Background: an optimization exercise with open tools, aiming at small area, a short achievable clock period and few clock cycles per item. Do not read the settings as production practice. At most, simulation tests tie the RTL to the original design; equivalence was not proved.

==> flow/design.v (excerpt) <==
module alu_arbiter #(
    parameter int unsigned MUL_LAT = 3
) (
    input  logic        clk_i,
    input  logic        rst_i,
    input  logic        req0_valid_i,
    output logic        req0_ready_o,
    input  logic [2:0]  req0_op_i,
    input  logic [31:0] req0_src1_i,
    input  logic [31:0] req0_src2_i,
    input  logic        req1_valid_i,
    output logic        req1_ready_o,
    input  logic [2:0]  req1_op_i,
    input  logic [31:0] req1_src1_i,
    input  logic [31:0] req1_src2_i,
    output logic        rsp_valid_o,
    input  logic        rsp_ready_i,
    output logic        rsp_id_o,
    output logic [31:0] rsp_result_o,
    output logic        busy_o
);
For scale: roughly 2400 cells after synthesis, about 120 flip-flops.
export LEC_CHECK = 0
export ABC_AREA = 1
export ABC_CLOCK_PERIOD_IN_PS = 4000
export CAP_MARGIN = 20
export CORE_MARGIN = 2
export CORE_UTILIZATION = 40
export SETUP_SLACK_MARGIN = 4.45
export SLEW_MARGIN = 20
create_clock -name core_clock -period 9.0 [get_ports {clk_i}]
standard.sh (not shown) runs the stock make flow with config.mk's settings and CLKGATE_MAP_FILE= SYNTH_SCRIPT=/design/flow/synth_recipe.tcl, a recipe that flattens the netlist after the stock synthesis.
==> flow/flow/run.sh <==
#!/bin/bash
# Standard synthesis and layout; the port buffers are made from the smallest
# buffer cell (buffer_ports -buffer_cell) instead of the default choice.
# make's output goes to synth.log and layout.log; each ORFS step keeps its
# own log under orfs/logs.
set -euo pipefail
bash standard.sh synth > synth.log 2>&1
bash standard.sh "BUFFER_PORTS_ARGS=-buffer_cell sky130_fd_sc_hd__buf_1" finish > layout.log 2>&1
The baseline went through all stages and came out clean.
Testbench counts at the start, summed over its fixed seeds: cycles 3,103, items 2,400.
Next try:
--- a/flow/design.v
+++ b/flow/design.v
@@ -56,15 +56,15 @@
     endfunction
     function automatic logic top_equal(input logic [24:0] x);
         top_equal = (x == 25'd0) | (x == {25{1'b1}});
     endfunction
     logic        last_grant_q;    
     logic        ex_valid_q;      
     logic        ex_first_q;      
-    logic        ex_lastm_q;      
+    logic        ex_last_q;       
     logic [7:0]  ex_d_q;          
     logic [11:0] ex_bd_q;         
     logic        ex_id_q;
     logic [31:0] ex_a_q;          
     logic [31:0] ex_b_q;          
     logic        rsp_valid_q;
     logic        rsp_id_q;
@@ -74,27 +74,30 @@
     logic        ex_last;         
     logic        ex_step;         
     logic        ex_done;
     logic        ex_free;         
     logic        grant;
     logic        accept;
     logic        ld0, ld1, hold;
-    assign ex_last  = ~ex_d_q[D_MUL] | ex_lastm_q;
+    logic        free_now, free_rdy;
+    assign ex_last  = ex_last_q;
     assign out_free = ~rsp_valid_q | rsp_ready_i;
     assign ex_adv   = ex_valid_q & out_free;
     assign ex_done  = ex_adv & ex_last;
     assign ex_step  = ex_adv & ~ex_last;
-    assign ex_free  = ~ex_valid_q | ex_done;
+    assign free_now = ~ex_valid_q | (ex_last_q & ~rsp_valid_q);
+    assign free_rdy = ex_valid_q & ex_last_q;
+    assign ex_free  = free_now | (free_rdy & rsp_ready_i);
     assign grant  = req1_valid_i & (~req0_valid_i | ~last_grant_q);
     assign accept = (req0_valid_i | req1_valid_i) & ex_free;
     assign req0_ready_o = req0_valid_i & ~grant & ex_free;
     assign req1_ready_o = req1_valid_i &  grant & ex_free;
-    assign ld0  = req0_ready_o;
-    assign ld1  = req1_ready_o;
-    assign hold = ~accept & ~ex_step;
+    assign ld0  = ex_free & ~grant;
+    assign ld1  = ex_free & grant;
+    assign hold = ~ex_free & ~ex_step;
     always_ff @(posedge clk_i or posedge rst_i) begin
         if (rst_i) begin
             last_grant_q <= 1'b1;
             ex_valid_q   <= 1'b0;
             rsp_valid_q  <= 1'b0;
         end else begin
             if (accept) last_grant_q <= grant;
@@ -112,19 +115,20 @@
     always_ff @(posedge clk_i) begin
         ex_a_q  <= ({32{ld0}} & req0_src1_i) | ({32{ld1}} & req1_src1_i)
                  | ({32{hold}} & ex_a_q) | ({32{ex_step}} & {ex_a_q[23:0], 8'd0});
         ex_b_q  <= ({32{ld0}} & req0_src2_i) | ({32{ld1}} & req1_src2_i)
                  | ({32{hold}} & ex_b_q) | ({32{ex_step}} & {{8{ex_b_q[31]}}, ex_b_q[31:8]});
         ex_bd_q <= ({12{ld0}} & f0) | ({12{ld1}} & f1)
                  | ({12{hold}} & ex_bd_q) | ({12{ex_step}} & bn);
-        ex_d_q  <= ({8{ld0}} & d0) | ({8{ld1}} & d1) | ({8{~accept}} & ex_d_q);
-        ex_lastm_q <= (ld0 & top_equal(req0_src2_i[31:7])) | (ld1 & top_equal(req1_src2_i[31:7]))
-                    | (hold & ex_lastm_q) | (ex_step & top_equal({{8{ex_b_q[31]}}, ex_b_q[31:15]}));
-        ex_id_q    <= ld1 | (~accept & ex_id_q);
-        ex_first_q <= accept | (hold & ex_first_q);
+        ex_d_q  <= ({8{ld0}} & d0) | ({8{ld1}} & d1) | ({8{~ex_free}} & ex_d_q);
+        ex_last_q  <= (ld0 & (~d0[D_MUL] | top_equal(req0_src2_i[31:7])))
+                    | (ld1 & (~d1[D_MUL] | top_equal(req1_src2_i[31:7])))
+                    | (hold & ex_last_q) | (ex_step & top_equal({{8{ex_b_q[31]}}, ex_b_q[31:15]}));
+        ex_id_q    <= ld1 | (~ex_free & ex_id_q);
+        ex_first_q <= ex_free | (hold & ex_first_q);
     end
     logic [3:0]  nb;
     logic [31:0] acc_t;
     logic [31:0] r0, r1, r2, r3;
     logic [31:0] row_a, row_b;
     logic [31:0] t_xor, t_and;
     logic [31:0] sum;
Effect: The changed run produced a clean layout. Cell count rose by 1.5%. Wire length increases by 2.4%. Global-route usage grows by 0.46 points. Register-to-register slack got worse by 0.03 ns. Fmax climbs by 1.1%. Worst setup slack gains 0.050 ns. Non-clock buffer count goes up by 29. Hold slack gets better by 0.025 ns. Design area is higher by 3.0%. Die area climbs by 1.5%. First-iteration DRC count barely changes. Synthesized area rose by 1.5%.
Function not checked in the second run of this note: the RTL went through the layout flow alone.

-- what the ideal ports hide --
No port has a modelled driver above. Below, the same layouts with a new extraction and two added sets of constraints. Step 1 sets driving cells, clkbuf_16 on the clock port and buf_2 on the other inputs (assumed; they add their load-dependent delay and slew). Step 2, shift: input delay + t, output delay - t, t = (earliest + latest rising clock arrival at the registers) / 2. This alone moves slack from input paths to output paths. Three values: ideal ports, drivers, drivers and shift; two values: the first two.
run	t, ns	setup WS [ns]	worst register clock-pin slew, ns	cell pins on the clock port's net
the first run	0.501	4.485 / 4.462 / 4.390	0.08 / 0.08	1
the second run	0.508	4.536 / 4.536 / 4.536	0.08 / 0.08	1
After both steps setup and hold are still met in every run listed. For the first run, which loses most, drivers alone change the setup slack by -0.023 ns; drivers and shift together by -0.095 ns.
